Background: an optimization exercise with open tools, aiming at small area, a short achievable clock period and few clock cycles. Do not read the settings as production practice. The RTL was checked by simulation tests, not by an equivalence proof against the original design. Power is estimated from default activity; no workload was simulated.

==> module count_sorter, before the edit <==
module count_sorter #(
	parameter int NUM_SYMBOLS = 6,
	parameter int CNT_W       = 8,
	parameter int IDX_W       = 3
) (
	input  logic [NUM_SYMBOLS-1:0][CNT_W-1:0]  cnt,
	output logic [NUM_SYMBOLS-1:0][CNT_W-1:0]  init_cnt,    
	output logic [NUM_SYMBOLS-1:0][IDX_W-1:0]  init_pos     
);
	localparam int N = NUM_SYMBOLS;
	logic two_first;    
	assign two_first = (cnt[1] <= cnt[0]);
	always_comb begin
		for (int k = 2; k < N; k++) begin
			init_cnt[k - 2] = cnt[k];
			init_pos[k]     = IDX_W'(k - 2);
		end
		init_cnt[N - 2] = two_first ? cnt[1] : cnt[0];
		init_cnt[N - 1] = two_first ? cnt[0] : cnt[1];
		init_pos[0]     = two_first ? IDX_W'(N - 1) : IDX_W'(N - 2);
		init_pos[1]     = two_first ? IDX_W'(N - 2) : IDX_W'(N - 1);
	end
endmodule
==> module tree_merger, before the edit <==
module tree_merger #(
	parameter int NUM_SYMBOLS = 6,
	parameter int CNT_W       = 8,
	parameter int IDX_W       = 3
) (
	input  logic                                    clk,
	input  logic                                    reset,
	input  logic                                    load,          
	input  logic [NUM_SYMBOLS-1:0][CNT_W-1:0]       init_cnt,
	input  logic [NUM_SYMBOLS-1:0][IDX_W-1:0]       init_pos,
	output logic                                    first,         
	output logic                                    merge,         
	output logic                                    last,          
	output logic [NUM_SYMBOLS-1:0]                  sym_a,         
	output logic [NUM_SYMBOLS-1:0]                  sym_b,         
	output logic [NUM_SYMBOLS-1:0]                  sym_c,         
	output logic                                    c_first        
);
	localparam int N          = NUM_SYMBOLS;
	localparam int SORT_STEPS = N - 2;
	localparam int STEPS      = SORT_STEPS + N - 2;    
	logic [N-1:0][CNT_W-1:0]  e;
	logic [N-1:0][N-1:0]      at;       
	logic [STEPS-1:0]         run;      
	logic                     sorting;
	logic                     sort_next;    
	logic [CNT_W-1:0]         x;            
	logic [N+1:0]             lt;           
	logic [N+1:0][CNT_W-1:0]  ex;           
	logic [N-1:0]             ins;          
	logic [N-1:0]             head;         
	logic [CNT_W-1:0]         u;
	logic [CNT_W-1:0]         v;
	logic [CNT_W-1:0]         sum_uv;
	logic [CNT_W-1:0]         sum_ux;
	logic                     take_uv;
	assign sorting   = run[STEPS - SORT_STEPS];
	assign sort_next = run[STEPS - SORT_STEPS + 1];
	assign u      = sorting ? e[1] : e[2];
	assign v      = sorting ? e[2] : e[3];
	assign sum_uv = u + v;
	assign sum_ux = u + x;
	assign take_uv = sorting ? lt[2] : lt[3];
	always_comb begin
		for (int p = 0; p < N + 2; p++)
			ex[p] = (p < N) ? e[p] : '1;
		lt = '0;
		for (int p = 1; p < N; p++)
			lt[p] = (e[p] < x)
				|| (p <= SORT_STEPS - 1 && run[STEPS - SORT_STEPS + p]);    
		lt[0] = 1'b1;
		if (!sorting)
			lt[1] = 1'b1;
		for (int q = 0; q < N; q++)
			ins[q] = sorting ? (lt[q] && !lt[q + 1]) : (lt[q + 1] && !lt[q + 2]);
		for (int k = 0; k < N; k++) begin
			sym_a[k] = at[k][0];
			sym_b[k] = at[k][1];
			sym_c[k] = at[k][2];
			head[k]  = at[k][0] || (!sorting && at[k][1]);
		end
	end
	assign first   = run[STEPS - 1];
	assign c_first = lt[2];
	always_ff @(posedge clk) begin
		if (reset) begin
			run   <= '0;
			merge <= 1'b0;
			last  <= 1'b0;
		end else if (load) begin
			run   <= '1;
			merge <= 1'b0;
			last  <= 1'b0;
		end else begin
			run   <= run >> 1;
			merge <= run[1] && !run[STEPS - SORT_STEPS + 1];
			last  <= run[1] && !run[2];
		end
	end
	always_ff @(posedge clk) begin
		if (!run[0])
			x <= init_cnt[0];
		else if (sort_next)
			x <= lt[1] ? e[1] : x;
		else
			x <= ({CNT_W{take_uv}} & sum_uv) | ({CNT_W{!take_uv}} & sum_ux);
	end
	always_ff @(posedge clk) begin
		if (!run[0]) begin
			e <= init_cnt;
			for (int k = 0; k < N; k++)
				at[k] <= N'(1) << init_pos[k];
		end else begin
			for (int q = 0; q < N; q++) begin
				if (sorting) begin
					if (lt[q + 1])
						e[q] <= ex[q + 1];
					else if (lt[q])
						e[q] <= x;
					else
						e[q] <= ex[q];
				end else begin
					if (lt[q + 2])
						e[q] <= ex[q + 2];
					else if (lt[q + 1])
						e[q] <= x;
					else
						e[q] <= ex[q + 1];
				end
			end
			for (int k = 0; k < N; k++) begin
				for (int q = 0; q < N; q++) begin
					if (sorting)
						at[k][q] <= (q + 1 < N && at[k][q + 1] && lt[q + 1])
						         || (q >= 1 && at[k][q] && !lt[q])
						         || (head[k] && ins[q]);
					else
						at[k][q] <= (q + 2 < N && at[k][q + 2] && lt[q + 2])
						         || (q >= 1 && q + 1 < N && at[k][q + 1] && !lt[q + 1])
						         || (head[k] && ins[q]);
				end
			end
		end
	end
endmodule
==> flow/config.mk <==
export PLATFORM = sky130hd
export DESIGN_NAME = huffman
export DESIGN_NICKNAME = huffman
export VERILOG_FILES = /design/flow/design.v
export SDC_FILE = /design/flow/constraint.sdc
export NUM_CORES = 4
export LEC_CHECK = 0
export CAP_MARGIN = 20
export CORE_MARGIN = 2
export CORE_UTILIZATION = 40
export CTS_CLUSTER_DIAMETER = 90
export CTS_CLUSTER_SIZE = 25
export SETUP_SLACK_MARGIN = 3.2
export SLEW_MARGIN = 20
==> flow/constraint.sdc <==
create_clock -name core_clock -period 6.0 [get_ports {clk}]
set_input_delay 1.2000 -clock core_clock [delete_from_list [all_inputs] [get_ports {clk}]]
set_output_delay 1.2000 -clock core_clock [all_outputs]
set_load 0.01 [all_outputs]
standard.sh (not shown) runs the stock make flow with config.mk's settings and CLKGATE_MAP_FILE= SYNTH_SCRIPT=/design/flow/synth_recipe.tcl, a recipe that flattens the netlist after the stock synthesis.
==> flow/flow/run.sh <==
#!/bin/bash
# The standard layout, with the smallest plain buffer on the ports and the
# resizer free to change a cell's footprint (the platform holds it to the same
# footprint, which keeps the port buffers in the slow delay-buffer family).
set -euo pipefail
bash standard.sh MATCH_CELL_FOOTPRINT=0 \
	"BUFFER_PORTS_ARGS=-buffer_cell sky130_fd_sc_hd__buf_1" \
	finish > standard_flow.log 2>&1
The first run completed with no timing, DRC or antenna violations.
Testbench counts at the start, summed over its fixed seeds: cycles 19,092.
Edit:
--- a/flow/design.v
+++ b/flow/design.v
@@ -48,16 +48,11 @@
 	output logic [NUM_SYMBOLS-1:0][IDX_W-1:0]  init_pos     
 );
-	localparam int N = NUM_SYMBOLS;
-	logic two_first;    
-	assign two_first = (cnt[1] <= cnt[0]);
 	always_comb begin
-		for (int k = 2; k < N; k++) begin
-			init_cnt[k - 2] = cnt[k];
-			init_pos[k]     = IDX_W'(k - 2);
+		init_cnt[NUM_SYMBOLS-1] = cnt[0];
+		init_pos[0]             = IDX_W'(NUM_SYMBOLS - 1);
+		for (int k = 1; k < NUM_SYMBOLS; k++) begin
+			init_cnt[k - 1] = cnt[k];
+			init_pos[k]     = IDX_W'(k - 1);
 		end
-		init_cnt[N - 2] = two_first ? cnt[1] : cnt[0];
-		init_cnt[N - 1] = two_first ? cnt[0] : cnt[1];
-		init_pos[0]     = two_first ? IDX_W'(N - 1) : IDX_W'(N - 2);
-		init_pos[1]     = two_first ? IDX_W'(N - 2) : IDX_W'(N - 1);
 	end
 endmodule
@@ -81,5 +76,5 @@
 );
 	localparam int N          = NUM_SYMBOLS;
-	localparam int SORT_STEPS = N - 2;
+	localparam int SORT_STEPS = N - 1;
 	localparam int STEPS      = SORT_STEPS + N - 2;    
 	logic [N-1:0][CNT_W-1:0]  e;
@@ -125,19 +120,14 @@
 	end
 	assign first   = run[STEPS - 1];
+	assign merge   = run[0] && !sorting;
+	assign last    = run[0] && !run[1];
 	assign c_first = lt[2];
 	always_ff @(posedge clk) begin
-		if (reset) begin
-			run   <= '0;
-			merge <= 1'b0;
-			last  <= 1'b0;
-		end else if (load) begin
-			run   <= '1;
-			merge <= 1'b0;
-			last  <= 1'b0;
-		end else begin
-			run   <= run >> 1;
-			merge <= run[1] && !run[STEPS - SORT_STEPS + 1];
-			last  <= run[1] && !run[2];
-		end
+		if (reset)
+			run <= '0;
+		else if (load)
+			run <= '1;
+		else
+			run <= run >> 1;
 	end
 	always_ff @(posedge clk) begin
Hold slack improves by 0.0076 ns.
Critical path depth decreases by 4.
Power decreases by 4.9%.
Routed wire length decreases by 2.4%.
Non-clock buffer count decreases by 10.
Core utilization increases by 0.40 points.
Cell count decreases by 5.0%.
Via count decreases by 2.6%.
Global-route usage increases by 0.33 points.
Worst setup slack degrades by 0.042 ns.
First-iteration DRC count increases by 18%.
Sequential share of layout area increases by 0.54 points.
Count of clock-buffer cells in the layout stays the same.
Testbench counts after the change, summed over its fixed seeds: cycles 19,476.

-- static timing again, ports no longer ideal --
In the flow no input, the clock included, has a driving cell. The finished layouts below were timed again as built, in two steps. Step 1 (the two cells are an assumption about what drives the block):
set clk [get_ports {clk}]
set_driving_cell -lib_cell sky130_fd_sc_hd__clkbuf_16 $clk
set_driving_cell -lib_cell sky130_fd_sc_hd__buf_2 [delete_from_list [all_inputs] $clk]
Step 2 times the ports against the registers' clock, not the clock port: input delays grow and output delays shrink by t, the midpoint of the rising clock arrivals with the driver on. Three values: ideal ports, drivers, drivers and shift; two values: the first two.
run	shift t [ns]	setup WS [ns]	worst slew at a driven data input, ns
the first run	0.521	3.243 / 3.243 / 2.913	0.03
the second run	0.527	3.201 / 3.201 / 2.849	0.03
After both steps every run listed still meets setup and hold. The setup slack of the second run, which loses most, moves by 0.000 ns with the drivers and by -0.352 ns with both steps.
